What follows belongs to an exercise in optimizing a design on an open flow for small area, a short achievable clock period and few clock cycles per item; a production flow would make more cautious choices. In this exercise RTL edits were held to simulation tests only and were not proved equivalent to the original. Power is estimated from default activity; no workload was simulated.

**flow/config.mk**
```make
export PLATFORM = sky130hd
export DESIGN_NAME = voice_gen
export DESIGN_NICKNAME = voice_gen
export VERILOG_FILES = /design/flow/design.v
export SDC_FILE = /design/flow/constraint.sdc
export NUM_CORES = 4
export LEC_CHECK = 0
export CAP_MARGIN = 20
export CORE_MARGIN = 2
export CORE_UTILIZATION = 40
export CTS_CLUSTER_DIAMETER = 80
export CTS_CLUSTER_SIZE = 24
export SETUP_SLACK_MARGIN = 2.6
export SLEW_MARGIN = 20
```
**flow/run.sh**
```bash
#!/bin/bash
# synth_recipe.tcl (not shown) runs the flow's synth.tcl, then flattens the netlist and writes it again
# the make line also repeats each setting of config.mk as NAME=value (left out here)
make -C /OpenROAD-flow-scripts/flow DESIGN_CONFIG=/design/flow/config.mk WORK_HOME=/design/flow/orfs CLKGATE_MAP_FILE= SYNTH_SCRIPT=/design/flow/synth_recipe.tcl finish
```
**flow/constraint.sdc**
```tcl
create_clock -name core_clock -period 6.5 [get_ports {clk_i}]
set_input_delay 1.3000 -clock core_clock [delete_from_list [all_inputs] [get_ports {clk_i}]]
set_output_delay 1.3000 -clock core_clock [all_outputs]
set_load 0.01 [all_outputs]
```
**flow/design.v**
```verilog
module voice_gen #(
    parameter int unsigned NUM_VOICES = 16,
    parameter logic [22:0] LFSR_SEED  = 23'h7FFFF8
) (
    input  logic        clk_i,
    input  logic        rst_i,
    input  logic        start_i,
    input  logic [3:0]  voice_idx_i,
    input  logic [15:0] freq_i,
    input  logic [11:0] pw_i,
    input  logic [3:0]  wave_i,
    output logic        ready_o,
    output logic [9:0]  wave_o
);
    logic [15:0] acc_lo_m [NUM_VOICES];
    logic [7:0]  acc_hi_m [NUM_VOICES];
    logic [22:0] lfsr_m   [NUM_VOICES];
    logic [NUM_VOICES-1:0] vld_q;
    logic        ready_q;
    logic [NUM_VOICES-1:0] wb_q;    
    logic [3:0]  idx_q;
    logic [3:0]  sel_q;
    logic [15:0] lo_q;      
    logic [7:0]  hi_q;      
    logic        c_q;       
    logic [22:0] lfsr_q;    
    logic        step_q;    
    logic [3:0]  pwl_q;     
    logic        gt0_q, eq0_q;    
    logic        gt1_q, eq1_q;    
    logic [7:0]  hi_next;
    logic [11:0] a;         
    logic [22:0] lfsr_next;
    logic        lo_ge;
    logic [9:0]  saw, tri_w, pulse, noise, shaped;
    assign hi_next   = hi_q + 8'(c_q);
    assign a         = {hi_next, lo_q[15:12]};
    assign lfsr_next = step_q ? {lfsr_q[21:0], lfsr_q[22] ^ lfsr_q[17]} : lfsr_q;
    assign lo_ge = lo_q[15:12] >= pwl_q;
    assign pulse = (c_q ? (gt1_q || (eq1_q && lo_ge))
                        : (gt0_q || (eq0_q && lo_ge))) ? '1 : '0;
    assign saw   = a[11:2];
    assign tri_w = a[11] ? ~a[10:1] : a[10:1];
    assign noise = {lfsr_next[22], lfsr_next[20], lfsr_next[16], lfsr_next[13],
                    lfsr_next[11], lfsr_next[7],  lfsr_next[4],  lfsr_next[2], 2'b00};
    always_comb begin
        shaped = '1;
        if (sel_q[0]) shaped = shaped & tri_w;
        if (sel_q[1]) shaped = shaped & saw;
        if (sel_q[2]) shaped = shaped & pulse;
        if (sel_q[3]) shaped = shaped & noise;
        if (sel_q == 4'd0) shaped = '0;
    end
    logic [NUM_VOICES-1:0] rd_sel;    
    logic        fwd;                 
    logic [15:0] lo_rd;
    logic [7:0]  hi_rd;
    logic [22:0] lfsr_rd;
    logic [16:0] lo_sum;
    logic [7:0]  pwh, pwh_m1;
    always_comb begin
        fwd     = ready_q && (voice_idx_i == idx_q);
        lo_rd   = fwd ? lo_q      : '0;
        hi_rd   = fwd ? hi_next   : '0;
        lfsr_rd = fwd ? lfsr_next : '0;
        for (int unsigned v = 0; v < NUM_VOICES; v++) begin
            rd_sel[v] = (voice_idx_i == 4'(v)) && vld_q[v] && !wb_q[v];
            lo_rd     = lo_rd   | ({16{rd_sel[v]}} & acc_lo_m[v]);
            hi_rd     = hi_rd   | ({8{rd_sel[v]}}  & acc_hi_m[v]);
            lfsr_rd   = lfsr_rd | ({23{rd_sel[v]}} & lfsr_m[v]);
        end
        if (rd_sel == '0 && !fwd) lfsr_rd = LFSR_SEED;
    end
    assign lo_sum = {1'b0, lo_rd} + {1'b0, freq_i};
    assign pwh    = pw_i[11:4];
    assign pwh_m1 = pwh - 8'd1;
    always_ff @(posedge clk_i) begin
        idx_q  <= voice_idx_i;
        sel_q  <= wave_i;
        lo_q   <= lo_sum[15:0];
        hi_q   <= hi_rd;
        c_q    <= lo_sum[16];
        lfsr_q <= lfsr_rd;
        step_q <= lo_sum[16] && hi_rd[2:0] == 3'b111 && !hi_rd[3];
        pwl_q  <= pw_i[3:0];
        gt0_q  <= hi_rd > pwh;
        eq0_q  <= hi_rd == pwh;
        gt1_q  <= hi_rd >= pwh && hi_rd != 8'hFF;
        eq1_q  <= hi_rd == pwh_m1;
        for (int unsigned v = 0; v < NUM_VOICES; v++) begin
            if (wb_q[v]) begin
                acc_lo_m[v] <= lo_q;
                acc_hi_m[v] <= hi_next;
                lfsr_m[v]   <= lfsr_next;
            end
        end
    end
    always_ff @(posedge clk_i or posedge rst_i) begin
        if (rst_i) begin
            ready_q <= 1'b0;
            wb_q    <= '0;
            vld_q   <= '0;
        end else begin
            ready_q <= start_i;
            for (int unsigned v = 0; v < NUM_VOICES; v++)
                wb_q[v] <= start_i && (voice_idx_i == 4'(v));
            vld_q   <= vld_q | wb_q;
        end
    end
    assign ready_o = ready_q;
    assign wave_o  = shaped;
endmodule
```
==> metrics list, run 1 <==
* Horizontal extent of the die: roughly 290 um
* Delay contributed by the slowest stage of the critical path: between 0.4 and 0.5 ns
* Setup Slack @ Placement: approximately 0.46 ns
- WS Path Type: reg2out
* Global-route wire length before repair: roughly 130000 um
* Post-synthesis sequential area ratio: just under 80%
* Startpoint type of the worst setup path: flop
- The detail route stage leaves a number of antenna-violating nets equal to 0.
- Transition time at the pin with the least slew margin: 1.13 ns
* Arrival time of data at the critical path endpoint: around 2.8 ns
- Clk sink count: 850
- Post-synthesis average cell area: around 17 um^2
* Worst EP required: 5.20 ns
* All-Layer GR Usage: a little under a quarter
- Number of vias after detailed routing: about 19000
* Setup skew after layout: 0.0325 ns
- Period Utilization, post-route: a little over three fifths
- Leaving out fill and tap cells, the most frequent cells in the layout are edfxtp_1, a22oi_1, buf_4, nand4_1, dfxtp_1.
* Total of endpoints with negative setup slack in the final report: 0
- Master cell of the clock root buffer: clkbuf_16
- Capturing element type of the critical path: primary output
- Placed insts: just under 3000
- Dividing the detail-routed via count by the number of cells gives 6.06.
* Most common cell after layout, fill and taps aside: edfxtp_1
- The initial antenna violation count is 1.
- Post-synthesis cell area: 31700 um^2
* Post-Syn Instances: 1873
- Global placement routability congestion: around 0.86
* Slew margin rel.: between 20% and 30%
- H-tree level count: 2
* Placeable Area: 78700 um^2
* Area Overhead vs Synth: 16.1%
* Post-DP HPWL: between 40000 and 50000 um
- The number of antenna diodes in the final layout is 0.
* Path class of the lowest-slack min-delay path: reg2reg
- Total negative slack for setup checks: 0 ns
- The final layout contains routed wiring with a total length of 94100 um.
- The critical path goes through ha_4 -> nand3_4 -> nor2_4 -> and3_4 -> xnor2_2 -> buf_4 -> buf_6 -> buf_4 -> xnor2_1 -> a222oi_1 -> and2_4 -> buf_6.
- Clock tree from TritonCTS: yes
* Synth warnings: 4
- Status: finished clean
* Worst-case vdd ir drop: around 0.19 mV
* Final-report max-slew violation count: 0
- Final critical delay including setup and external delays: between 4 and 5 ns
- Worst path slowest cell: dfxtp_4
- For this run, design rule violations remaining after detail routing come to 0.
* DRT Pass-1 Iters: 7
- The floorplan step defined a die boundary enclosing 81500 um^2.
- CTS max path bufs: 3
* Inserted Clock Buffers: 42
* Total power divided by cell area: about 310 nW/um^2
* Die height: 285 um
* Flop and latch count out of synthesis: 850
- The detailed router finished its first iteration with between 2000 and 2500 violations.
- Setup repair after global routing missed its margin: yes
- Final worst setup slack: about 2.4 ns
- Final Non-Filler Cells: 3136
* Net Count, Synth: between 1500 and 2000
- 50 I/O pins were placed.
- Total of max-cap violations: 0
- Total leakage power: around 0.012 uW
- Via count of the first global-routing pass: ~18000
- Clock latency on the worst-skew pair, taken at its later pin, is 0.63 ns.
- Count of standard-cell rows: between 100 and 150
* Crit-path max FO: 4
- Based on the critical path, the design can be clocked at up to around 0.25 GHz.
* Clock transition time at the flip-flop clock pins of the worst setup and hold paths: about 0.10 ns
* Prevailing post-synth register cell: edfxtp_1
* Post-route core utilization: ~47%
- Final Hold Viols: 0
- Count of flip-flops with a built-in enable after synthesis: ~750
- In this run the tool buffered the top-level ports with 49 buffer cells.
- After synthesis, the netlist uses 72 different library cells.
* Share of post-route cells with drive strength above 1: 19.8%
* Final-stage net count: 2124
- In the synthesized netlist the async set-or-reset flop fraction comes to 3.88%.
- For this run the aggregate overflow at the end of global routing stands at 0.
- Dividing the detail-routed wire length by the instance count gives approximately 30 um.
* Starting Density: just over 40%
- Largest net degree at the start of global routing: 50
## final cells by class
cell class / instances / area (um^2)
multi-input combinational: 873 / 7060
sequential: 850 / 24700
fill: 6605 / 41900
inverter: 54 / 209
clock buffer: 71 / 1180
timing repair buffer: 232 / 2200
clock inverter: 6 / 96.3
tap: 1050 / 1310
## sequential cells by signal, summed over array words and instances (netlist names)
name	flops
acc_lo_m	256
step_q	1
hi_q	8
c_q	1
lfsr_q	23
idx_q	4
ready_q	1
wb_q	16
acc_hi_m	128
lfsr_m	368
gt0_q	1
pwl_q	4
eq1_q	1
vld_q	16
lo_q	16
gt1_q	1
eq0_q	1
sel_q	4
## worst max-delay path, delay by kind of cell (launching register included)
kind,cells,cell delay [ns]
adders and majority gates,1,0.16
DFF,1,0.41
AOI/OAI and AO/OA,1,0.26
and+or+nand+nor,4,0.63
buffers and inverters,4,0.50
xor gates and xnor gates,2,0.17
## cells in the mapped netlist, drive strengths merged (5+ instances only)
cell type,number,share of area (%)
and3,10,0.21
nor3,15,0.25
nand2b,7,0.14
dfrtp,33,2.6
nor4,7,0.21
nand4,93,1.9
o21a,6,0.14
or2,19,0.39
and2,15,0.30
nor2,65,0.79
nand3,25,0.39
a211o,20,0.56
mux2,14,0.50
inv,54,0.64
a222oi,8,0.25
nor2b,5,0.099
ha,31,1.2
o21ai,12,0.19
dfxtp,65,4.1
nand2,26,0.32
xor2,6,0.17
clkbuf,48,0.57
edfxtp,752,71
a21oi,12,0.19
a22oi,361,8.6
a21o,7,0.17
mux2i,8,0.25
buf,49,0.70
nor4b,6,0.35
o211ai,7,0.17
xnor2,35,0.97
## where the power goes
group | total (uW) | leakage [uW] | internal (uW) | switching (uW)
clock | 3010 | 0.000609 | 1310 | 1700
sequential | 6850 | 0.00769 | 6570 | 278
combinational | 1390 | 0.00363 | 535 | 853
## cell families (layout without fill, tap and decap cells)
group,after synthesis,after routing,synth area share [%]
AND/OR/NAND/NOR,316,316,5.98
flip-flops,850,850,78.0
buffers and inverters,151,363,1.91
multiplexers,22,22,0.750
AO/OA/AOI/OAI,461,462,11.0
adder cells (fa/ha/maj),32,32,1.29
XOR/XNOR,41,41,1.13
## routing by layer
metal,up-vias,track usage (%),part of all wire (%)
met5,-,0,0
li1,7958,-,-
met4,0,7.02,2.8
met2,1017,37.4,49
met3,149,2.98,8.4
met1,9875,31.2,40
## through the flow
stage / hold WS [ns] / cell area (um^2) / power, uW
after floorplan: 0.430 / 31900 / 7540
after global placement: 0.451 / 33800 / 8030
after detailed placement: 0.450 / 33800 / 8070
after CTS: 0.479 / 36200 / 11200
after global routing: 0.498 / 36800 / 11600
final: 0.477 / 36800 / 11300
## what timing repair did
action,CTS,global route
endpoints found under the hold margin,0,0
gates cloned,4,1
gates resized for setup,174,60
endpoints found under the setup margin,57,20
setup buffers,77,38
pin swaps,52,43
hold buffers,0,0
## path summary, 6_finish.rpt
| kind | startpoint | endpoint | slack (ns) | cells after the start |
|---|---|---|---|---|
| setup / recovery | c_q | wave_o[9] | 2.44 | 12 |
| max in group asynchronous | rst_i | wb_q[3] | 4.99 | 3 |
| min in group asynchronous | rst_i | vld_q[0] | 1.11 | 3 |
| hold reg to reg | vld_q[0] | vld_q[0] | 0.48 | 1 |
| hold / removal | vld_q[0] | vld_q[0] | 0.48 | 1 |
| setup reg to reg | wb_q[4] | lo_q[12] | 2.72 | 16 |
Testbench counts, summed over its fixed seeds: cycles 32,000, items 32,000.
==> run 2, diff against run 1 <==
--- a/flow/config.mk
+++ b/flow/config.mk
@@ -7,8 +7,9 @@
 export LEC_CHECK = 0
 export CAP_MARGIN = 20
 export CORE_MARGIN = 2
-export CORE_UTILIZATION = 40
+export CORE_UTILIZATION = 50
 export CTS_CLUSTER_DIAMETER = 80
 export CTS_CLUSTER_SIZE = 24
+export PLACE_DENSITY = 0.72
 export SETUP_SLACK_MARGIN = 2.6
 export SLEW_MARGIN = 20
==> run 2 against run 1 <==
Still clean on timing, DRC and antenna. Cell count is 6.9% lower. Clock-buffer cell count rose by 1. Sequential power about the same. Synthesized cell count did not move. Flip-flop and latch count unchanged. Register-to-register slack improved by 0.03 ns. Largest cell class unchanged.
==> metrics list, run 2 <==
- Status: finished clean
- Slew margin rel.: 24.6%
* DIE AREA: 65400 um^2
* Final-report max-slew violation count: 0
- In the final layout, the share of cells above drive strength 1 is 19.3%.
- Yosys top cell by area: edfxtp_1
- Worst path slowest cell: or4b_4
- Placed insts: approximately 2700
- The number of global-route vias before repair was approximately 19000.
* DRT Pass-1 Iters: 6
- Clk sink count: 850
- In this design, the largest share of critical-path delay is due to simple AND/OR/NAND/NOR gates.
- Of the available clock period, the critical path in the final layout requires between 60% and 70%.
* Total of max-cap violations: 0
- The worst path meets setup with around 2.4 ns of slack.
- At the pin with the least slew margin, the transition time is approximately 1.1 ns.
- Largest net degree at the start of global routing: 50
* Final Non-Filler Cells: about 2900
- DR iter-0 viols: ~2900
- Leading cell types by count after synthesis: edfxtp_1, a22oi_1, nand4_1, dfxtp_1, nor2_1
- Worst EP required: about 7.0 ns
- Latest clock arrival within the worst-skew pair: a little over 0.6 ns
- Number of flip-flops under the largest register name: 368
* Fraction of registers with async set/reset: under 10%
- Global placement routability congestion: between 0.8 and 0.9
- The finished cells cover between 30000 and 40000 um^2.
- For the finished layout, the period the worst path requires is 4.08 ns.
- Path class of the lowest-slack min-delay path: reg2reg
- Horizontal extent of the die: ~260 um
- At the placement stage, the worst setup path has a slack of 0.717 ns.
* Placeable Area: 62900 um^2
* Total negative slack for setup checks: 0 ns
- Reg-to-reg slack, setup: between 2 and 3 ns
- Final-stage net count: approximately 2100
- The library cell used most frequently in the layout, excluding fill and tap cells, is edfxtp_1.
* Delay contributed by the slowest stage of the critical path: 0.55 ns
* Post-Syn Instances: 1873
* Average wire length per cell after detail routing: ~31 um
* Capturing element type of the critical path: flop
- Total power divided by cell area: between 300 and 400 nW/um^2
- Each instance of the synthesized netlist takes up on average around 17 um^2.
* Starting Density: 50.4%
- Synth warnings: 4
- Summing over every cut layer, the via total after detailed routing is between 15000 and 20000.
- The initial antenna violation count is 0.
* Inserted Clock Buffers: 41
- Area Overhead vs Synth: 15.2%
* Average vias per placed instance: between 6 and 7
- Total of endpoints with negative setup slack in the final report: 0
- The worst setup path is launched from a primary input.
- Setup skew after layout: between 0.02 and 0.025 ns
- Die height: around 260 um
- Total routed wirelength: between 80000 and 90000 um
- Fillcell total: around 4600
* Registers with the highest flip-flop counts: lfsr_m: 368 flops, acc_lo_m: 256 flops, acc_hi_m: 128 flops
* Multi-input gate area in the final layout: ~7000 um^2
* Cells along the critical path: buf_12 -> or4b_4 -> nor2_4 -> buf_6 -> a22oi_2 -> nand4_1 -> a211o_1 -> ha_2 -> inv_2 -> fa_2 -> nor2b_2 -> o21ai_2 -> a21boi_2 -> o41ai_2 -> nand4b_1 -> and4_4 -> o31ai_4 -> nor3b_2
- Detail Route Antenna Nets: 0
* Cell area after placement: approximately 34000 um^2
- Reg2reg path depth: 14
- The synthesized design contains around 750 enable-type register cells.
- Worst R2R End: gt1_q
* Total leakage power: 0.0119 uW
- Total global routing overflow: 0
- In the routed design, unresolved DRC markers number 0.
- Worst-case vdd ir drop: about 0.29 mV
* Crit path launch: voice_idx_i[2]
- Setup repair after global routing could not meet its margin everywhere.
- The first global-routing pass estimated 128000 um of wire.
* Number of antenna repair diodes: 0
- Count of standard-cell rows: 92
* Top library cells by usage in the layout, fill and taps aside: edfxtp_1, a22oi_1, buf_4, nand4_1, dfxtp_1
* H-tree level count: 2
- In the global route stage, overall resource usage came out at approximately 27%.
- Area share of the largest cell type after synthesis: a little under three quarters
- The number of hold violations in the final report came to 0.
- In this run the most critical hold path is launched from vld_q[6].
* Clock tree from TritonCTS: yes
- Data on the critical path arrives at its endpoint at roughly 4.6 ns.
- CTS Hold Buffers Added: 0
* Number of top-level pins: 50
- edfxtp_1 is the most common cell in the netlist.
* Top area cells in the synthesized netlist: edfxtp_1, a22oi_1, dfxtp_1
* Post-DP HPWL: approximately 45000 um
* Prevailing post-synth register cell: edfxtp_1
- Crit-path max FO: 5
- Max Fclk: approximately 0.25 GHz
* Area used by sequential logic in the layout: between 20000 and 25000 um^2
- In this run the tool buffered the top-level ports with 49 buffer cells.
- Post-synthesis cell area: roughly 32000 um^2
- Counting both buffers and inverters, the worst setup path holds a total of 3.
* WS Path Type: in2reg
* Worst min-delay path endpoint: vld_q[6]
* Number of logic stages on the critical path including buffering: 18
- The cell sitting at the root of the clock tree is a clkbuf_16.
- Along the worst hold path, the cell count comes to 1.
- Net Count, Synth: around 1900
- In this run the deepest clock path goes through 3 buffers.
- Origin of the critical flop-to-flop path: wb_q[9]
- Top register by number of flip-flops: lfsr_m
* Post-synthesis sequential area ratio: 78.0%
- Clock transition time at the flip-flop clock pins of the worst setup and hold paths: ~0.090 ns
* Flop and latch count out of synthesis: 850
- Number of distinct library cells after synthesis: 72
[run 2: changes by cell type in the layout (fill, tap and decap cells not counted), sizes merged]
cell,previous run,this run
buf,195,181
bufbuf,1,2
bufinv,1,0
clkbuf,72,74
inv,57,55
xnor2,35,36
[run 2: cell families after synthesis]
group                      after synthesis  share of synthesized area, %
DFF                                    850                          78.0
AOI/OAI and AO/OA                      461                          11.0
muxes                                   22                         0.750
adders and majority gates               32                          1.29
buffers and inverters                  151                          1.91
and+or+nand+nor                        316                          5.98
xor gates and xnor gates                41                          1.13
[run 2: worst max-delay path by stage]
stage | slack (ns) | to
final | 2.42 | step_q
after floorplan | 2.10 | step_q
after global placement | 0.87 | gt1_q
after CTS | 2.46 | step_q
after detailed placement | 0.72 | step_q
after global routing | 2.27 | step_q
[run 2: repair_timing]
item	in CTS	in global routing
pin swaps	45	55
setup endpoints to repair	48	20
resized for setup	178	91
buffers inserted	68	32
gates cloned	4	1
[run 2: layout make-up]
cell class / instances / area share, %
Clock buffer: 72 / 3.25
Timing Repair Buffer: 220 / 6.05
Tap cell: 846 / 2.90
Sequential cell: 850 / 67.8
Multi-Input combinational cell: 874 / 19.4
Inverter: 54 / 0.572
Clock inverter: 3 / 0.0720
[run 2: per-layer routing]
| metal | GRT usage, % | routed length [um] | share of wire (%) | vias up |
|---|---|---|---|---|
| met3 | 4.25 | 9870 | 11 | 234 |
| met1 | 37.1 | 33600 | 38 | 9686 |
| li1 | - | - | - | 7916 |
| met4 | 8.77 | 3090 | 3.5 | 0 |
| met5 | 0 | 0 | 0 | - |
| met2 | 43.7 | 42900 | 48 | 1364 |
[run 2: where the power goes]
part	switching (uW)	total [uW]	internal (uW)
Combinational	848	1370	525
Sequential	280	6850	6570
Clock	1650	2910	1260
Total	2780	11100	8360
[run 2: through the flow]
stage          hold WS, ns  total power, uW  util, %
2_1_floorplan        0.430             7540        -
3_3_place_gp         0.447             8010     53.3
3_5_place_dp         0.450             8060     53.4
4_1_cts              0.472            11000     57.0
5_1_grt              0.504            11400     58.1
6_report             0.486            11100     58.1
==> run 3, diff against run 2 <==
--- a/flow/config.mk
+++ b/flow/config.mk
@@ -7,9 +7,8 @@
 export LEC_CHECK = 0
 export CAP_MARGIN = 20
 export CORE_MARGIN = 2
-export CORE_UTILIZATION = 50
+export CORE_UTILIZATION = 40
 export CTS_CLUSTER_DIAMETER = 80
 export CTS_CLUSTER_SIZE = 24
-export PLACE_DENSITY = 0.72
-export SETUP_SLACK_MARGIN = 2.6
+export SETUP_SLACK_MARGIN = 2.4
 export SLEW_MARGIN = 20
==> run 3 against run 2 <==
Die area rose by 25%. Wire length rose by 4.5%. Sequential share of layout area rose by 0.52 points. Cell count rose by 6.1%. Register-to-register slack got worse by 0.24 ns. Largest cell class unchanged. Highest routed layer unchanged. Clock-buffer cell count rose by 1. Clock power rose by 5%. Sequential power barely moved. Maximum frequency fell by 0.91%. Global-route usage fell by 4.4 points. Power rose by 0.60%.
==> metrics list, run 3 <==
* Status: finished clean
- Die height: 285 um
* Total power divided by cell area: around 310 nW/um^2
* Setup repair after global routing missed its margin: yes
- Clock tree from TritonCTS: yes
* Fillcell total: approximately 6600
- Clk sink count: 850
* Share of post-route cells with drive strength above 1: 17.3%
- The signal on the critical path passes through buf_12 -> or4b_4 -> nor2_4 -> buf_6 -> a22oi_2 -> nand4_1 -> a211o_1 -> ha_2 -> inv_2 -> fa_2 -> nor2b_2 -> o21ai_2 -> a21boi_2 -> o41ai_2 -> nand4b_1 -> and4_1 -> o31ai_2 -> nor3b_2.
- For this run, the detailed router's first-pass iteration total came to 5.
- Global placement routability congestion: 0.846
- Setup skew after layout: between 0.03 and 0.04 ns
- Most Used Layer, Global Route: met2
- Leaving out fill and tap cells, the most frequent cell in the layout is edfxtp_1.
* Detail Route Antenna Nets: 0
* Flop and latch count out of synthesis: 850
- Yosys printed 4 warnings.
- The HPWL after detailed placement is between 40000 and 50000 um.
* Count of flip-flops with a built-in enable after synthesis: ~750
- For this block, the routed nets add up to 93500 um of wire.
- Path class of the lowest-slack min-delay path: reg2reg
* Number of vias after detailed routing: approximately 19000
- In this run the tool buffered the top-level ports with 49 buffer cells.
- The cell family contributing the most delay on the critical path is simple AND/OR/NAND/NOR gates.
- Clock tree synthesis selected as its root buffer the cell clkbuf_16.
- Count of standard-cell rows: around 100
- Area share of the largest cell type after synthesis: a little under three quarters
- Slew margin rel.: a little under a quarter
* Delay contributed by the slowest stage of the critical path: approximately 0.55 ns
* Average wire length per cell after detail routing: approximately 30 um
* Period Utilization, post-route: 63.3%
- Summed over all cells, the static leakage comes to 0.0117 uW.
- Initial antenna violation count: 0
- Crit-path max FO: 8
- Worst EP required: approximately 7.1 ns
- Setup violations remaining at the end of the flow were counted as 0.
* Latest clock arrival within the worst-skew pair: about 0.63 ns
- Yosys top cell by area: edfxtp_1
- Setup total negative slack on the finished layout was measured at 0 ns.
- In the synthesized netlist, the number of instances is between 1500 and 2000.
- Entering global routing, the biggest net connects between 50 and 60 pins.
- After detailed routing, the number of vias per cell comes to 6.07.
- The number of global-route vias before repair is 18607.
- Number of DRC violations after detailed routing: 0
- Inserted Clock Buffers: 43
- For the pin with the worst max-slew slack, the measured transition is ~1.2 ns.
- After layout, the worst setup slack is between 2 and 2.5 ns.
- The repair_antennas step left the layout with diodes totalling 0.
- DR iter-0 viols: 2283
- Fraction of registers with async set/reset: approximately 3.9%
* Worst path slowest cell: or4b_4
- Final-report max-slew violation count: 0
- Data arrives at the worst endpoint at 4.67 ns.
- Placeable Area: approximately 80000 um^2
* Area Overhead vs Synth: 14.3%
- Post-synthesis cell area: approximately 32000 um^2
- Among all flip-flop cells after synthesis, the most frequent one is edfxtp_1.
- The die covers 81500 um^2.
- The number of hold violations in the final report was 0.
- Post-synthesis average cell area: 16.9 um^2
- For this run the aggregate overflow at the end of global routing stands at 0.
- Worst-case vdd ir drop: 0.218 mV
- Global-route wire length before repair: about 130000 um
- Top library cells by usage in the layout, fill and taps aside: edfxtp_1, a22oi_1, buf_4, nand4_1, dfxtp_1
- Cells fill roughly 46% of the core in the end.
- Max Fclk: between 0.2 and 0.25 GHz
- After clock tree synthesis, the clock-pin slew on the worst setup and hold paths is ~0.10 ns.
- Horizontal extent of the die: 285 um
* Number of distinct library cells after synthesis: between 70 and 80
- Sorting the synthesized cells by how often they occur yields edfxtp_1, a22oi_1, nand4_1, dfxtp_1, nor2_1.
* Top register by number of flip-flops: lfsr_m
- Registers with the highest flip-flop counts: lfsr_m: 368 flops, acc_lo_m: 256 flops, acc_hi_m: 128 flops
* Post-synthesis sequential area ratio: 78.0%
- Total of max-cap violations: 0
* Starting Density: between 40% and 50%
- H-tree level count: 2
- WS Path Type: in2reg
- Count of buffering cells on the critical path with inverters included: 3
* Startpoint type of the worst setup path: primary input
- Number of top-level pins: 50
- Yosys instantiated no cell more often than edfxtp_1.
- Met3 Use GR: about 3.2%
- Capturing element type of the critical path: flop
- After the last flow step, the layout net total stands at approximately 2100.
- The register with the most flip-flops in the layout has between 300 and 400 of them.
- Global routing met1 resource utilization: 30.9%
- All-Layer GR Usage: around 22%
* CTS Hold Buffers Added: 0
- After layout, the minimum clock period comes to 4.12 ns.
* Net Count, Synth: around 2000
* Top area cells in the synthesized netlist: edfxtp_1, a22oi_1, dfxtp_1
- CTS max path bufs: 3
- Setup Slack @ Placement: about 0.46 ns
- GRT met2 Usage: between 30% and 40%
-- run 3: cell counts after synthesis --
No cell type changed its count.
-- run 3: kinds of logic (layout without fill, tap and decap cells) --
group           count (synthesis)  after routing  share of synthesized area [%]
xor+xnor                       41             41                           1.13
simple gates                  316            316                           5.98
buf+inv                       151            324                           1.91
mux                            22             22                          0.750
fa+ha+maj                      32             32                           1.29
compound gates                461            461                           11.0
flops                         850            850                           78.0
-- run 3: per-layer routing --
metal	up-vias	part of all wire (%)
met5	-	0
met4	0	3.4
met3	190	9.3
met2	1054	48
met1	9703	40
li1	7846	-
-- run 3: final cells by class --
type	count	area, um^2	area share, %
Clock buffer	73	1220	3.38
Clock inverter	7	100	0.276
Inverter	54	210	0.580
Multi-Input combinational cell	872	6870	18.9
Sequential cell	850	24800	68.3
Tap cell	1050	1310	3.62
Timing Repair Buffer	190	1780	4.91
-- run 3: stage by stage --
| step | hold slack, ns | cells | instance area (um^2) | total power, uW |
|---|---|---|---|---|
| 2_1_floorplan | 0.430 | 1873 | 31800 | 7530 |
| 5_1_grt | 0.482 | 3096 | 36200 | 11600 |
| 4_1_cts | 0.465 | 3074 | 35800 | 11200 |
| 3_3_place_gp | 0.444 | 2949 | 33800 | 8030 |
| 3_5_place_dp | 0.442 | 2949 | 33800 | 8090 |
| 6_report | 0.471 | 3096 | 36200 | 11200 |
-- run 3: where the power goes --
| part | switching [uW] | total [uW] | leakage (uW) | internal [uW] |
|---|---|---|---|---|
| clock network | 1740 | 3070 | 0.000633 | 1330 |
| logic | 794 | 1270 | 0.00335 | 473 |
| registers | 296 | 6870 | 0.00769 | 6570 |
| total | 2830 | 11200 | 0.0117 | 8380 |
-- run 3: final timing paths --
check | startpoint | cells after the start | endpoint | slack [ns]
worst min register to register | vld_q[2] | 1 | vld_q[2] | 0.47
min in group asynchronous | rst_i | 3 | wb_q[13] | 1.10
worst max register to register | wb_q[10] | 16 | step_q | 2.51
worst max-delay path | voice_idx_i[0] | 18 | step_q | 2.38
max in group asynchronous | rst_i | 3 | wb_q[9] | 5.03
worst min-delay path | vld_q[2] | 1 | vld_q[2] | 0.47
-- run 3: repair_timing --
action                                  4_1_cts  5_1_grt
gates cloned                                  1        1
setup buffers                                44       21
endpoints found under the setup margin       46       19
pin swaps                                    42       35
gates resized for setup                     139       47
==> run 4, diff against run 3 <==
--- a/flow/config.mk
+++ b/flow/config.mk
@@ -10,5 +10,5 @@
 export CORE_UTILIZATION = 40
 export CTS_CLUSTER_DIAMETER = 80
 export CTS_CLUSTER_SIZE = 24
-export SETUP_SLACK_MARGIN = 2.4
+export SETUP_SLACK_MARGIN = 2.2
 export SLEW_MARGIN = 20
==> run 4 against run 3 <==
Still clean on timing, DRC and antenna. Cell count shrank 1.3%. Global-route usage shrank 0.57 points. Non-clock buffer count shrank 37. Flip-flop and latch count is the same. Critical path depth shrank 7. Via count shrank 2.8%. Sequential share of layout area grew 1.1 points. Worst hold slack lost 0.0071 ns. First-iteration DRC count grew 3.6%. Clock skew grew 0.0049 ns. Core utilization shrank 0.77 points. Critical path type is now reg2out. Largest cell class unchanged.
==> metrics list, run 4 <==
* Status: finished clean
* Delay contributed by the slowest stage of the critical path: between 0.3 and 0.4 ns
* Final-report max-slew violation count: 0
- Share of post-route cells with drive strength above 1: 14.4%
* Latest clock arrival within the worst-skew pair: about 0.63 ns
- STA puts the critical path data required time at 5.20 ns.
* Clock tree from TritonCTS: yes
- Once layout is done, the placed cells without fillers occupy about 36000 um^2.
- Routability-driven placement finished with a final weighted congestion of around 0.85.
- CTS saw 850 sinks.
- Initial antenna violation count: 1
* Number of vias after detailed routing: approximately 18000
- Reg2reg path depth: 15
- Max Fclk: ~0.24 GHz
- H-tree level count: 2
* Setup repair after global routing missed its margin: yes
- Flop and latch count out of synthesis: 850
- Post-synthesis sequential area ratio: between 70 and 80%
* Total power divided by cell area: between 300 and 400 nW/um^2
- The tool flagged a number of max-cap violations equal to 0.
- The final layout contains about 2000 nets.
* Registers with the highest flip-flop counts: lfsr_m: 368 flops, acc_lo_m: 256 flops, acc_hi_m: 128 flops
- Headroom to the max-slew limit came out at a little under a quarter.
- Master cell of the clock root buffer: clkbuf_16
- Top library cells by usage in the layout, fill and taps aside: edfxtp_1, a22oi_1, buf_4, nand4_1, dfxtp_1
- All-Layer GR Usage: 21.8%
- Total of endpoints with negative setup slack in the final report: 0
- Ranked by total cell area, the synthesized netlist is headed by edfxtp_1, a22oi_1, dfxtp_1.
* Post-DP HPWL: 47800 um
* Average wire length per cell after detail routing: 29.4 um
- In this run, distinct cell masters in the synthesized netlist total 72.
- The number of global-route vias before repair came to about 18000.
- For the pin with the worst max-slew slack, the measured transition is 1.15 ns.
* Yosys top cell by area: edfxtp_1
- Dividing the final minimum period by the clock period gives between 60% and 70%.
- Worst path slowest cell: dfxtp_4
- Setup skew after layout: a little over 0.04 ns
* Post-Syn Instances: 1873
- Crit-path max FO: 6
* CTS Hold Buffers Added: 0
- Total negative slack for setup checks: 0 ns
* Final Non-Filler Cells: 3057
- Startpoint type of the worst setup path: flop
- Capturing element type of the critical path: primary output
- The highest layer touched by signal routing is met4.
- Final critical delay including setup and external delays: about 4.2 ns
- Total leakage power: between 0.01 and 0.015 uW
- Entering global routing, the biggest net connects 50 pins.
- Reg-to-reg slack, setup: between 2 and 3 ns
- The synthesized design devotes to its leading area cell type 71.2% of total area.
* Starting Density: a little over 40%
- Area Overhead vs Synth: 12.4%
- Met2 wirelength from detailed routing: 43900 um
- In this run, the number of DRC markers left after iteration 0 of detailed routing was around 2400.
- Final Hold Viols: 0
- For this design the top-level I/O count stands at 50.
* Number of flip-flops under the largest register name: roughly 370
- DRT Pass-1 Iters: 6
- A synthesized cell averages between 15 and 20 um^2.
- Along the worst hold path, the cell count comes to 1.
* CTS max path bufs: 3
- Clock transition time at the flip-flop clock pins of the worst setup and hold paths: around 0.09 ns
- Dominant cell by count in the synthesized netlist: edfxtp_1
- Prevailing post-synth register cell: edfxtp_1
* Worst-case vdd ir drop: ~0.18 mV
- Horizontal extent of the die: between 200 and 300 um
- Top register by number of flip-flops: lfsr_m
- DIE AREA: between 80000 and 90000 um^2
- Detailed-route wire length on metal 1: 36300 um
* WS Path Type: reg2out
* Placed insts: 2943
* Placeable Area: 78700 um^2
- The repair_antennas step left the layout with diodes totalling 0.
- In this run the tool buffered the top-level ports with 49 buffer cells.
* Detail Route Antenna Nets: 0
- Post-synthesis cell area: roughly 32000 um^2
- In this run the critical register-to-register path is captured at step_q.
- For hold timing, the worst endpoint is vld_q[6].
- For this run the aggregate overflow at the end of global routing stands at 0.
- Synth warnings: 4
- Most common cell after layout, fill and taps aside: edfxtp_1
- In this run the worst hold path is classified as reg2reg.
* Post-route core utilization: about 45%
* Average vias per placed instance: approximately 6
- In the routed design, unresolved DRC markers number 0.
- Origin of the critical flop-to-flop path: wb_q[12]
- Arrival time of data at the critical path endpoint: 2.90 ns
- Walking the worst path, the cells encountered are clkinvlp_4 -> ha_4 -> nand2b_1 -> a21o_1 -> a21o_1 -> a21oi_2 -> o21ai_1 -> a31o_2 -> buf_12 -> and2_4 -> buf_4.
* Die height: 285 um
- Cell with the most instances on the worst path: a21o_1
- The floorplan has roughly 100 rows.
- For this run, asynchronously set or reset flops after synthesis account for 3.88%.
- Counting every net in the synthesized netlist gives a little under 2000.
- After synthesis, the most frequently instantiated cells are edfxtp_1, a22oi_1, nand4_1, dfxtp_1, nor2_1.
- Total routed wirelength: between 80000 and 90000 um
- The startpoint identified for the worst hold timing path is vld_q[6].
- Count of flip-flops with a built-in enable after synthesis: 752
- The number of clock buffers added by TritonCTS is between 40 and 50.
- The first global-routing pass estimated 129000 um of wire.
- The placed instances occupy a cell area of about 34000 um^2.
- Length of routed met3 wiring: between 6000 and 7000 um
==> run 4: cell counts after synthesis <==
Identical to the previous run, type by type.
==> run 4: repair_timing <==
item                                    CTS  global route
buffers inserted                         23            11
gates cloned                              1             1
gates resized for setup                  79            43
pin swaps                                14            14
endpoints found under the setup margin   26            19
==> run 4: worst max path at each step <==
stage | from | end | slack (ns) | depth (start not counted)
finish | lo_q[12] | wave_o[9] | 2.30 | 11
global route | voice_idx_i[1] | gt1_q | 2.17 | 17
CTS | lo_q[12] | wave_o[0] | 2.19 | 11
detailed placement | voice_idx_i[1] | step_q | 0.70 | 17
global placement | voice_idx_i[3] | step_q | 0.83 | 17
floorplan | voice_idx_i[0] | step_q | 2.10 | 18
==> run 4: cell families (layout without fill, tap and decap cells) <==
family,Yosys count,after routing,synth area share [%]
buf+inv,151,285,1.91
simple gates,316,316,5.98
mux,22,22,0.750
fa+ha+maj,32,32,1.29
compound gates,461,461,11.0
flops,850,850,78.0
xor+xnor,41,41,1.13
==> run 4: report_power, final <==
part / switching [uW] / internal [uW]
logic: 792 / 422
registers: 285 / 6570
clock network: 1720 / 1340
==> run 4: stage by stage <==
step,hold WS [ns],power [uW],setup WS [ns]
2_1_floorplan,0.430,7530,2.10
3_3_place_gp,0.449,8050,0.825
3_5_place_dp,0.445,8090,0.698
4_1_cts,0.467,11100,2.19
5_1_grt,0.495,11500,2.17
6_report,0.464,11100,2.30
==> run 4: area by class of cell <==
cell class                      instances  area, um^2
Tap cell                             1050        1310
Sequential cell                       850       24700
Multi-Input combinational cell        872        6670
Timing Repair Buffer                  153        1380
Clock buffer                           69        1190
Clock inverter                          9         125
Fill cell                            6701       43100
Inverter                               54         210
==> run 4: worst max-delay path: cells and delay by family, from the launching register on <==
kind                     cells  cell delay [ns]
AND/OR/NAND/NOR              2             0.28
flip-flops                   1             0.38
adder cells (fa/ha/maj)      1             0.27
AO/OA/AOI/OAI                5             0.88
buffers and inverters        3             0.47
==> run 4: metal layers <==
layer / global-route usage (%) / up-vias
met4: 6.39 / 0
met5: 0 / -
li1: - / 7785
met1: 29.9 / 9532
met3: 3.37 / 141
met2: 36.3 / 814
==> run 5, diff against run 4 <==
--- a/flow/config.mk
+++ b/flow/config.mk
@@ -10,5 +10,6 @@
 export CORE_UTILIZATION = 40
 export CTS_CLUSTER_DIAMETER = 80
 export CTS_CLUSTER_SIZE = 24
-export SETUP_SLACK_MARGIN = 2.2
+export SETUP_SLACK_MARGIN = 2.5
 export SLEW_MARGIN = 20
+export TNS_END_PERCENT = 50
==> run 5 against run 4 <==
Still clean on timing, DRC and antenna. First-iteration DRC count rose by 2.6%. Via count rose by 3.3%. Cell count rose by 1.8%. Setup slack improved by 0.14 ns. Clock skew barely moved. Cell area rose by 2.9%. Synthesized cell count did not move. Power barely moved. Core utilization rose by 1.3 points. Combinational power rose by 9%. Clock-buffer cell count fell by 1. Critical path type is now in2reg. Largest cell class unchanged.
==> metrics list, run 5 <==
- Global placement routability congestion: about 0.86
- Routed signal wires occupy layers up through met4.
* Complex-gate fraction of the synthesized area: between 10% and 20%
* Transition time at the pin with the least slew margin: ~1.1 ns
- Period Utilization, post-route: 62.5%
- Among all flip-flop cells after synthesis, the most frequent one is edfxtp_1.
* Cells on Worst Hold Path: 1
* Leading cell types by count after synthesis: edfxtp_1, a22oi_1, nand4_1, dfxtp_1, nor2_1
- Counting the fill cells in the layout gives ~6600.
- For this configuration, the core starts out at a cell density of 40.3%.
* Total negative slack for setup checks: 0 ns
* CTS max path bufs: 3
* Top register by number of flip-flops: lfsr_m
- The synthesized netlist devotes 1.13% of its cell area to XOR and XNOR gates.
* Post-synthesis sequential area ratio: between 70% and 80%
* Number of DRC violations after detailed routing: 0
- Dominant cell by count in the synthesized netlist: edfxtp_1
- Status: finished clean
* Clk sink count: 850
- Top library cells by usage in the layout, fill and taps aside: edfxtp_1, a22oi_1, buf_4, nand4_1, dfxtp_1
- The total overflow left after global routing is 0.
* Average vias per placed instance: roughly 6
- Most common cell after layout, fill and taps aside: edfxtp_1
* Post-Syn Instances: between 1500 and 2000
* Number of antenna repair diodes: 0
- The synthesized netlist devotes ~6% of its cell area to simple gates.
- Final Hold Viols: 0
* Hold slack final: roughly 0.49 ns
- Slew margin rel.: 24.5%
- Yosys top cell by area: edfxtp_1
- Share of synthesized area spent on multiplexers: less than 1%
- The H-tree was split into 2 levels.
- Largest net degree at the start of global routing: 49
* Reg2reg path depth: 15
- Top delay family on crit path: simple AND/OR/NAND/NOR gates
- Setup skew after layout: a little over 0.04 ns
- Number of input and output port buffers inserted: slightly below 50
* Global-route wire length before repair: around 130000 um
- Delay contributed by the slowest stage of the critical path: around 0.45 ns
- Inserted Clock Buffers: between 40 and 50
- Setup repair after global routing missed its margin: yes
- The final count of pins violating max slew came to 0.
- Via count of the first global-routing pass: around 19000
- Across the VDD grid, the largest voltage drop is between 0.15 and 0.2 mV.
- Net Count, Synth: ~2000
* Max Fclk: about 0.25 GHz
* Post-Synth Adder-Cell Area: under 10%
- Average wire length per cell after detail routing: around 30 um
- Crit-path max FO: 13
- Area share of the largest cell type after synthesis: 71.2%
* WS Path Type: in2reg
* Final worst setup slack: 2.44 ns
- Detailed-route wire length on metal 1: between 30000 and 40000 um
- The core region is between 70000 and 80000 um^2.
- Registers with the highest flip-flop counts: lfsr_m: 368 flops, acc_lo_m: 256 flops, acc_hi_m: 128 flops
- Count of flip-flops with a built-in enable after synthesis: approximately 750
- Top area cells in the synthesized netlist: edfxtp_1, a22oi_1, dfxtp_1
* Number of top-level pins: 50
- Dominant combinational cell family by area after synthesis: compound AO/OA/AOI/OAI gates
- Summing all multi-input logic gate instances after layout gives between 7000 and 8000 um^2.
- The cell that appears most often on the critical path is buf_8.
- The floorplan step set the die width to between 200 and 300 um.
- Counting distinct cell types in the post-synthesis netlist gives 72.
* Die height: roughly 290 um
- Data arrives at the worst endpoint at between 4 and 5 ns.
- Counting buffers and inverters, the worst setup path is 18 cells deep.
- Met2 wirelength from detailed routing: ~46000 um
- The slowest stage of the critical path is the nor4b_4 cell.
- In this run the core area contains approximately 100 standard-cell rows.
- The synthesized design contains 850 register bits.
- Worst EP required: just over 7 ns
- Across the run, the number of max-cap violations was 0.
* Post-synthesis average cell area: approximately 17 um^2
- The later pin in the worst-skew pair is clocked with a latency of about 0.62 ns.
- Across every metal layer, demand over resource in global routing totals between 20% and 30%.
- The HPWL after detailed placement is around 50000 um.
* Detail Route Antenna Nets: 0
- Length of routed met3 wiring: approximately 8000 um
* Number of flip-flops under the largest register name: between 300 and 400
- CTS placed an instance of clkbuf_16 at the clock tree root.
- Total leakage power: 0.0118 uW
* Clock transition time at the flip-flop clock pins of the worst setup and hold paths: about 0.10 ns
- TritonCTS built the clock tree.
- The worst path in the final design needs a cycle of 4.06 ns, including I/O delays and setup.
* DRT Pass-1 Iters: 7
- Total routed wirelength: approximately 94000 um
- The initial antenna violation count is 1.
- Capturing element type of the critical path: flop
- The first routing iteration left 2427 violations.
* Startpoint type of the worst setup path: primary input
* Final-stage net count: approximately 2100
- Cells with a size suffix above 1 make up 18.6% of the layout.
- Compared with the post-synthesis result, the final layout area differs by 15.7%.
* Post-synthesis cell area: 31700 um^2
- After clock tree synthesis, the flow added hold-fix buffers numbering 0.
- The worst hold path belongs to the class reg2reg.
- Fraction of registers with async set/reset: 3.88%
- Count of buffering cells on the critical path with inverters included: 5
* Synth warnings: 4
- For this design the ratio of total power to cell area is approximately 300 nW/um^2.
- The final route contains ~19000 vias.
- DIE AREA: ~80000 um^2
* Total of endpoints with negative setup slack in the final report: 0
* Area used by sequential logic in the layout: roughly 25000 um^2
- Timing analysis after detailed placement gives a worst setup slack of 0.762 ns.
* Cells along the critical path: buf_8 -> buf_8 -> nand2b_4 -> nor4b_4 -> buf_4 -> buf_12 -> buf_16 -> a22oi_1 -> nand4_1 -> a211o_1 -> ha_1 -> nor3_1 -> a21oi_1 -> o41ai_2 -> nand4b_1 -> and4_4 -> o31ai_4 -> nor3b_2
-- run 5: cell count changes in the layout (fill, tap and decap cells not counted), moves of 5 or more --
cell     before  now
buf_6         7   24
a22oi_1     360  353
buf_8         1   12
mux2i_1       8    3
a22oi_2       1    8
ha_4          2    7
buf_4        95  110
buf_2         2    7
buf_12        6   13
ha_1         26   21
-- run 5: area by class of cell --
cell class	count	area share (%)
clock buffers	68	3.22
clock inverters	7	0.157
inverters	54	0.570
multi-input cells	872	19.1
flip-flops and latches	850	67.5
well taps	1050	3.58
repair buffers	212	5.87
-- run 5: worst paths after layout --
kind                                start  endpoint  slack (ns)
max                        voice_idx_i[1]    step_q        2.44
min                              vld_q[6]  vld_q[6]        0.49
max reg2reg                      wb_q[11]    step_q        2.62
min reg2reg                      vld_q[6]  vld_q[6]        0.49
max in group asynchronous           rst_i   wb_q[6]        5.05
min in group asynchronous           rst_i  vld_q[7]        1.09
-- run 5: cell families (layout without fill, tap and decap cells) --
group                    Yosys count  count (layout)
AND/OR/NAND/NOR                  316             316
multiplexers                      22              22
adder cells (fa/ha/maj)           32              32
XOR/XNOR                          41              41
flip-flops                       850             850
buffers and inverters            151             341
AO/OA/AOI/OAI                    461             461
-- run 5: repair_timing --
item                       CTS  global route
setup endpoints to repair   28            20
setup buffers               62            30
pin swaps                   33            49
gates resized for setup    175            73
cloned                       2             2
-- run 5: where the power goes --
part | total, uW | internal (uW) | switching [uW]
combinational | 1320 | 494 | 825
sequential | 6850 | 6570 | 279
clock | 2960 | 1270 | 1690
-- run 5: layer usage --
layer / global-route usage [%] / up-vias
met5: 0 / -
met3: 3.96 / 190
met1: 30.1 / 9826
li1: - / 7893
met2: 37.4 / 960
met4: 7.60 / 0
-- run 5: worst reg2reg max path, cell delays in order, from the launching register on --
cell and delay (ns):
dfrtp_4 0.86, nor4b_4 0.12, buf_4 0.20, buf_4 0.15
buf_6 0.21, a22oi_1 0.24, nand4_1 0.13, a211o_1 0.30
ha_1 0.37, inv_1 0.08, a21oi_1 0.20, o41ai_2 0.11
nand4b_1 0.22, and4_4 0.20, o31ai_4 0.24, nor3b_2 0.17
-- run 5: per-stage QoR --
| step | util (%) | cells | area, um^2 | power (uW) |
|---|---|---|---|---|
| after floorplan | - | 1873 | 31800 | 7530 |
| after detailed placement | 42.9 | 2942 | 33700 | 8070 |
| after global placement | 42.9 | 2942 | 33700 | 8020 |
| final | 46.6 | 3113 | 36700 | 11100 |
| after CTS | 45.7 | 3081 | 36000 | 11100 |
| after global routing | 46.6 | 3113 | 36700 | 11500 |
==> run 6, diff against run 5 <==
--- a/flow/config.mk
+++ b/flow/config.mk
@@ -12,4 +12,3 @@
 export CTS_CLUSTER_SIZE = 24
 export SETUP_SLACK_MARGIN = 2.5
 export SLEW_MARGIN = 20
-export TNS_END_PERCENT = 50
==> run 6 against run 5 <==
Still clean. Cell count decreased by 0.84%. Clock-buffer cell count increased by 4. Via count decreased by 2.3%. Non-clock buffer count decreased by 27. Largest cell class unchanged.
==> metrics list, run 6 <==
- Status: finished clean
- Die height: between 200 and 300 um
- Average wire length per cell after detail routing: about 30 um
- Path class of the lowest-slack min-delay path: reg2reg
- For this design, the CTS-stage hold fixing added 0 buffers.
- In this run, CTS created clock tree buffers numbering 41.
- Startpoint type of the worst setup path: flop
- Final critical delay including setup and external delays: roughly 4.0 ns
- Dividing the synthesized area by the synthesized cell count gives roughly 17 um^2.
- Max-cap violations in this run came to 0.
- Simple-Gate Fraction of Synth Area: between 5 and 6%
- Fraction of synthesized cell area in xor and xnor cells: under 10%
- Registers are responsible for slightly above 60% of the overall power.
* Switching Share: 24.8%
- Number of top-level pins: 50
- Post-route core utilization: a little under half
* Reg2reg path depth: 15
* Clk sink count: 850
- Critical path endpoint: wave_o[8]
- Post-synthesis cell area: ~32000 um^2
- For this run, the post-layout net count is 2075.
* Total negative slack for setup checks: 0 ns
- DR iter-0 viols: ~2400
- Final-report max-slew violation count: 0
- Worst R2R End: lo_q[15]
- Yosys top cell by area: edfxtp_1
- Slew margin rel.: between 20 and 25%
- Dominant cell by count in the synthesized netlist: edfxtp_1
- Detail Route Antenna Nets: 0
- Compared with the post-synthesis result, the final layout area differs by 14.2%.
- Total leakage power: ~0.012 uW
- Capturing element type of the critical path: primary output
- The total overflow left after global routing is 0.
- Number of input and output port buffers inserted: slightly below 50
* Via count of the first global-routing pass: 18360
* Master cell of the clock root buffer: clkbuf_16
- Count of standard-cell rows: 103
- No sink is reached through more buffers than the 3 on the longest clock path.
- Flop and latch count out of synthesis: 850
- Prevailing post-synth register cell: edfxtp_1
* Post-DP HPWL: 48100 um
- For the worst-skew pair, the clock arrives at the later sink with an insertion delay of slightly above 0.6 ns.
- Per report_power, the clock group accounts for a little over a quarter of the total.
- Worst-case vdd ir drop: 0.194 mV
- H-tree level count: 2
- Fraction of registers with async set/reset: under 10%
- Area share of the largest cell type after synthesis: 71.2%
- Data on the critical path arrives at its endpoint at 2.67 ns.
- The critical path contains buffers and inverters numbering 3 combined.
- Reg-to-reg slack, setup: between 2 and 3 ns
- Top delay family on crit path: simple AND/OR/NAND/NOR gates
- Clock tree from TritonCTS: yes
- Delay contributed by the slowest stage of the critical path: roughly 0.40 ns
- When the netlist entered floorplanning its net count stood at 1944.
* Worst path slowest cell: dfxtp_4
- For this run, the detailed router's first-pass iteration total came to 5.
- Cell internal power dissipation: roughly 8300 uW
- Share of post-route cells with drive strength above 1: roughly 17%
- Share of synthesized area spent on multiplexers: less than 1%
* Number of vias after detailed routing: between 15000 and 20000
- Synthesis produced a netlist whose cell count is 1873.
* Origin of the critical flop-to-flop path: wb_q[1]
- Number of logic stages on the critical path including buffering: 11
- Horizontal extent of the die: 285 um
* Average vias per placed instance: approximately 6.0
- WS Path Type: reg2out
- Of the synthesized area, sequential elements account for between 70% and 80%.
- Entering global routing, the biggest net connects 49 pins.
- Wires add up to 91400 um.
- Leaving out fill and tap cells, the most frequent cell in the layout is edfxtp_1.
* Combinational cell fraction of total power: 11.6%
* Post-Synth Adder-Cell Area: between 1 and 1.5%
- Number of antenna repair diodes: 0
- Transition time at the pin with the least slew margin: between 1 and 1.5 ns
- Total power divided by cell area: between 300 and 400 nW/um^2
- Leading cell types by count after synthesis: edfxtp_1, a22oi_1, nand4_1, dfxtp_1, nor2_1
* Number of DRC violations after detailed routing: 0
* Count of flip-flops with a built-in enable after synthesis: 752
- Top register by number of flip-flops: lfsr_m
- Max Fclk: roughly 0.25 GHz
- Dominant combinational cell family by area after synthesis: compound AO/OA/AOI/OAI gates
- Top area cells in the synthesized netlist: edfxtp_1, a22oi_1, dfxtp_1
- Number of distinct library cells after synthesis: around 70
- Switching power: around 2700 uW
- Worst EP required: ~5.2 ns
- The first global-routing pass estimated ~130000 um of wire.
- Complex-gate fraction of the synthesized area: between 10 and 15%
- The region available for standard cell placement spans a little under 80000 um^2.
- Routability-driven placement finished with a final weighted congestion of ~0.83.
* Number of flip-flops under the largest register name: 368
- Synth warnings: 4
- Period Utilization, post-route: between 60% and 70%
- Crit path launch: c_q
* Final Hold Viols: 0
* Crit-path max FO: 5
* Cell with the most instances on the worst path: buf_6
- The initial utilization of the core area, before any placement, comes to between 40 and 50%.
* Setup skew after layout: ~0.03 ns
- Initial antenna violation count: 1
- In the final layout, the registers with the most flip-flops are lfsr_m: 368 flops, acc_lo_m: 256 flops, acc_hi_m: 128 flops.
- The library cells used most frequently in the layout, excluding fill and tap cells, are edfxtp_1, a22oi_1, nand4_1, buf_4, dfxtp_1.
* Cells along the critical path: ha_4 -> nand3_4 -> nor2_4 -> and3_4 -> xnor2_4 -> buf_6 -> buf_6 -> xnor2_1 -> a222oi_1 -> and2_4 -> buf_6
- For this run, the total global-route usage over all layers was measured as a little over a fifth.
- Setup repair after global routing could not meet its margin everywhere.
- Total of endpoints with negative setup slack in the final report: 0
- The die covers approximately 80000 um^2.
* Clock transition time at the flip-flop clock pins of the worst setup and hold paths: 0.09 ns
run 6: area by class of cell:
type,count,area (um^2)
Multi-Input combinational cell,872,6830
Sequential cell,850,24800
Timing Repair Buffer,185,1880
Inverter,54,209
Tap cell,1050,1310
Clock inverter,4,26.3
Fill cell,6665,42500
Clock buffer,72,1180
run 6: per-stage QoR:
step	power (uW)	cell area, um^2	hold WS, ns	instances	setup WS (ns)
4_1_cts	11000	35800	0.469	3071	2.49
2_1_floorplan	7530	31800	0.430	1873	2.10
5_1_grt	11400	36200	0.503	3087	2.41
6_report	11000	36200	0.474	3087	2.53
3_5_place_dp	8080	33800	0.445	2944	0.663
3_3_place_gp	8030	33800	0.446	2944	0.724
run 6: per-layer routing:
metal / vias to the layer above / part of all wire, % / GRT usage [%]
met5: - / 0 / 0
met4: 0 / 2.1 / 5.22
met3: 107 / 8.1 / 2.69
met2: 874 / 49 / 37.2
met1: 9627 / 41 / 30.5
li1: 7826 / - / -
run 6: kinds of logic (layout without fill, tap and decap cells):
logic type	after synthesis	after routing
AOI/OAI and AO/OA	461	461
xor gates and xnor gates	41	41
adders and majority gates	32	32
buffers and inverters	151	315
DFF	850	850
muxes	22	22
and+or+nand+nor	316	316
run 6: worst register-to-register path, delay by kind of cell, from the launching register on:
family          cells  cell delay [ns]
compound gates      7             1.17
simple gates        4             0.97
flops               1             0.70
buf+inv             2             0.49
fa+ha+maj           1             0.26
xor+xnor            1             0.12
run 6: worst min path at each step:
stage / startpoint / to / slack (ns) / cells past startpoint
floorplan: vld_q[2] / vld_q[2] / 0.43 / 1
global placement: vld_q[2] / vld_q[2] / 0.45 / 1
detailed placement: vld_q[2] / vld_q[2] / 0.45 / 1
CTS: vld_q[2] / vld_q[2] / 0.47 / 1
global route: vld_q[6] / vld_q[6] / 0.50 / 1
finish: vld_q[8] / vld_q[8] / 0.47 / 1
run 6: power by group through the flow:
stage | Combinational, uW | Sequential [uW] | Clock [uW]
floorplan | 668 | 6870 | 0
global placement | 1060 | 6970 | 0
detailed placement | 1090 | 6990 | 0
CTS | 1230 | 6850 | 2950
global route | 1380 | 6890 | 3120
finish | 1280 | 6850 | 2910
run 6: repair_timing:
item / 4_1_cts / 5_1_grt
pin swaps: 39 / 29
buffers inserted: 49 / 14
cloned: 2 / 2
gates resized for setup: 155 / 53
setup endpoints to repair: 49 / 19
==> run 7, diff against run 6 <==
--- a/flow/config.mk
+++ b/flow/config.mk
@@ -7,7 +7,7 @@
 export LEC_CHECK = 0
 export CAP_MARGIN = 20
 export CORE_MARGIN = 2
-export CORE_UTILIZATION = 40
+export CORE_UTILIZATION = 45
 export CTS_CLUSTER_DIAMETER = 80
 export CTS_CLUSTER_SIZE = 24
 export SETUP_SLACK_MARGIN = 2.5
==> run 7 against run 6 <==
Clock power about the same. Critical endpoint is now step_q. Core utilization increased by 5.9 points. Critical path depth increased by 6. Global-route usage increased by 2.7 points. Non-clock buffer count increased by 17. First-iteration DRC count decreased by 10%.
==> metrics list, run 7 <==
- TritonCTS built the clock tree.
* Area used by sequential logic in the layout: roughly 25000 um^2
- Number of vias after detailed routing: between 15000 and 20000
* Inserted Clock Buffers: between 40 and 50
* Largest net degree at the start of global routing: 50
- The largest total area in the synthesized netlist belongs to edfxtp_1.
- At the pin with the least slew margin, the transition time is 1.19 ns.
- Final Hold Viols: 0
- Global routing finished with a remaining overflow of 0.
* DR iter-0 viols: between 2000 and 2500
- The library cells used most frequently in the layout, excluding fill and tap cells, are edfxtp_1, a22oi_1, buf_4, nand4_1, dfxtp_1.
- Latest clock arrival within the worst-skew pair: between 0.6 and 0.7 ns
* Die height: roughly 270 um
- Arrival time of data at the critical path endpoint: about 4.6 ns
- Post-Syn Instances: approximately 1900
- After synthesis, the largest area contributor takes up between 70% and 80% of total cell area.
* Reg2reg path depth: 14
- Prevailing post-synth register cell: edfxtp_1
- Registers with the highest flip-flop counts: lfsr_m: 368 flops, acc_lo_m: 256 flops, acc_hi_m: 128 flops
- Total negative slack for setup checks: 0 ns
- Fraction of registers with async set/reset: approximately 3.9%
* Synth warnings: 4
* Initial antenna violation count: 1
- Startpoint type of the worst setup path: primary input
* Post-synthesis sequential area ratio: 78.0%
- Share of post-route cells with drive strength above 1: 17.9%
- Setup violations remaining at the end of the flow were counted as 0.
* Net Count, Synth: ~2000
* CTS max path bufs: 3
* Count of flip-flops with a built-in enable after synthesis: about 750
- H-tree level count: 2
- Global placement routability congestion: around 0.84
- For this configuration, the core starts out at a cell density of between 40% and 50%.
- Hold slack final: 0.469 ns
- Counting instances, the worst hold path has a depth of 1.
- Top area cells in the synthesized netlist: edfxtp_1, a22oi_1, dfxtp_1
- Average wire length per cell after detail routing: about 30 um
* Post-synthesis cell area: roughly 32000 um^2
- Path class of the lowest-slack min-delay path: reg2reg
- After detailed routing, the number of remaining DRC violations is 0.
* Crit-path max FO: 8
- Worst EP required: about 7.0 ns
- IR analysis of the VDD net gives a maximum drop of about 0.25 mV.
- Leaving out fill and tap cells, the most frequent cell in the layout is edfxtp_1.
- Number of top-level pins: 50
* Number of distinct library cells after synthesis: 72
- The synthesized design contains 850 register bits.
* CTS Hold Buffers Added: 0
- Final-stage net count: ~2100
- DRT Pass-1 Iters: 6
- Total of max-cap violations: 0
- Post-DP HPWL: ~48000 um
- The register with the most flip-flops in the final layout is lfsr_m.
- Count of standard-cell rows: 97
- Dominant cell by count in the synthesized netlist: edfxtp_1
* Number of input and output port buffers inserted: ~50
- Total leakage power: ~0.012 uW
- Final critical delay including setup and external delays: between 4 and 5 ns
* Average vias per placed instance: ~6.2
- Slew margin rel.: around a fifth
- For this design the ratio of total power to cell area is just over 300 nW/um^2.
* Capturing element type of the critical path: flop
- Clk sink count: 850
- Number of flip-flops under the largest register name: 368
- Via count of the first global-routing pass: 18377
* Multi-input gate area in the final layout: between 6000 and 7000 um^2
- WS Path Type: in2reg
* Horizontal extent of the die: approximately 270 um
- DIE AREA: 72600 um^2
* Global-route wire length before repair: ~130000 um
* Master cell of the clock root buffer: clkbuf_16
* Final-report max-slew violation count: 0
- Fillcell total: around 5700
- Post-route core utilization: 51.9%
- Setup skew after layout: roughly 0.024 ns
- Placeable Area: between 60000 and 70000 um^2
- Ranked by instance count, the synthesized netlist is headed by edfxtp_1, a22oi_1, nand4_1, dfxtp_1, nor2_1.
* Clock transition time at the flip-flop clock pins of the worst setup and hold paths: about 0.10 ns
- Global routing consumed, over all layers together, 24.6% of the routing resources.
- The area growth from synthesis to layout is 14.4%.
- Status: finished clean
* Max Fclk: approximately 0.24 GHz
- The average instance in the mapped netlist occupies about 17 um^2.
- The detail route stage leaves a number of antenna-violating nets equal to 0.
- Period Utilization, post-route: 62.9%
- Setup repair after global routing could not meet its margin everywhere.
- After detailed routing, the total wire length is approximately 90000 um.
## run 7: stage by stage
stage | setup slack (ns) | power, uW | std cells | instance area [um^2]
final | 2.41 | 11100 | 2995 | 36300
after global routing | 2.30 | 11400 | 2994 | 36300
after CTS | 2.42 | 11000 | 2967 | 35700
after detailed placement | 0.636 | 8070 | 2842 | 33700
after global placement | 0.734 | 8030 | 2842 | 33700
after floorplan | 2.10 | 7530 | 1873 | 31800
## run 7: cell families after synthesis
group                      synth area share (%)
DFF                                        78.0
buffers and inverters                      1.91
xor gates and xnor gates                   1.13
muxes                                     0.750
and+or+nand+nor                            5.98
adders and majority gates                  1.29
AOI/OAI and AO/OA                          11.0
## run 7: routing by layer
layer / routed length [um] / GRT usage [%] / vias to the layer above / part of all wire (%)
met5: 0 / 0 / - / 0
met4: 1990 / 5.66 / 0 / 2.2
li1: - / - / 7874 / -
met3: 8390 / 3.99 / 131 / 9.2
met2: 43500 / 40.4 / 954 / 48
met1: 37300 / 34.8 / 9751 / 41
## run 7: final timing paths
check                               start         to  slack (ns)
max                        voice_idx_i[3]     step_q        2.41
min                             vld_q[13]  vld_q[13]        0.47
max reg2reg                       wb_q[9]      gt1_q        2.52
min reg2reg                     vld_q[13]  vld_q[13]        0.47
max in group asynchronous           rst_i    wb_q[9]        5.03
min in group asynchronous           rst_i    ready_q        1.11
## run 7: cell type report
class	count	share of cell area [%]
antenna	1	0.00690
clock buffer	73	3.33
clock inverter	2	0.0552
inverter	54	0.573
tap	940	3.24
sequential	850	68.2
timing repair buffer	202	5.42
multi-input combinational	873	19.1
## run 7: critical path: stages
cell	delay, ns
buf_16	0.13
or4b_4	0.58
nor2_4	0.24
a22oi_2	0.09
nand4_1	0.09
a211o_1	0.11
ha_2	0.19
inv_2	0.04
fa_2	0.38
nor2b_4	0.12
o21ai_2	0.07
a21boi_2	0.17
o41ai_2	0.11
nand4b_1	0.24
and4_4	0.26
o31ai_4	0.26
nor3b_2	0.21
## run 7: where the power goes
part           internal [uW]  switching [uW]  leakage [uW]
Combinational            475             796       0.00349
Sequential              6570             286       0.00769
Clock                   1280            1660      0.000588
## run 7: repair_timing
| item | CTS | global route |
|---|---|---|
| resized for setup | 171 | 54 |
| endpoints found under the setup margin | 46 | 21 |
| cloned | 3 | 1 |
| buffers inserted | 47 | 26 |
| pin swaps | 45 | 44 |

port drivers added, routing unchanged:
In the flow no input, the clock included, has a driving cell. The finished layouts below were timed again as built, in two steps.
Step 1 assumes that a clkbuf_16 drives the clock port and a buf_2 every other input.
Step 2 adds t to the input delays and takes it off the output delays; t is the mean of the earliest and latest rising clock arrival at the registers after step 1. Input paths then give back, and output paths get back, about the clock's delay inside the block.
Slacks: ideal / step 1 / step 2; pairs: ideal / step 1.
run	shift t [ns]	slack for setup (ns)	hold WS [ns]	latest minus earliest clock arrival (ns)
run 1	0.672	2.443 / 2.382 / 1.816	0.477 / 0.477 / 0.477	0.037 / 0.036
run 2	0.669	2.420 / 2.352 / 1.683	0.486 / 0.486 / 0.486	0.024 / 0.024
run 3	0.674	2.383 / 2.341 / 1.719	0.471 / 0.471 / 0.471	0.039 / 0.039
run 4	0.674	2.297 / 2.232 / 1.677	0.464 / 0.464 / 0.464	0.045 / 0.045
run 5	0.664	2.437 / 2.397 / 1.787	0.489 / 0.489 / 0.489	0.043 / 0.042
run 6	0.662	2.526 / 2.446 / 1.784	0.474 / 0.474 / 0.474	0.031 / 0.032
run 7	0.658	2.414 / 2.363 / 1.705	0.469 / 0.469 / 0.469	0.026 / 0.026
After both steps every run listed still meets setup and hold. For run 6, which loses most, drivers alone change the setup slack by -0.080 ns; drivers and shift together by -0.742 ns.
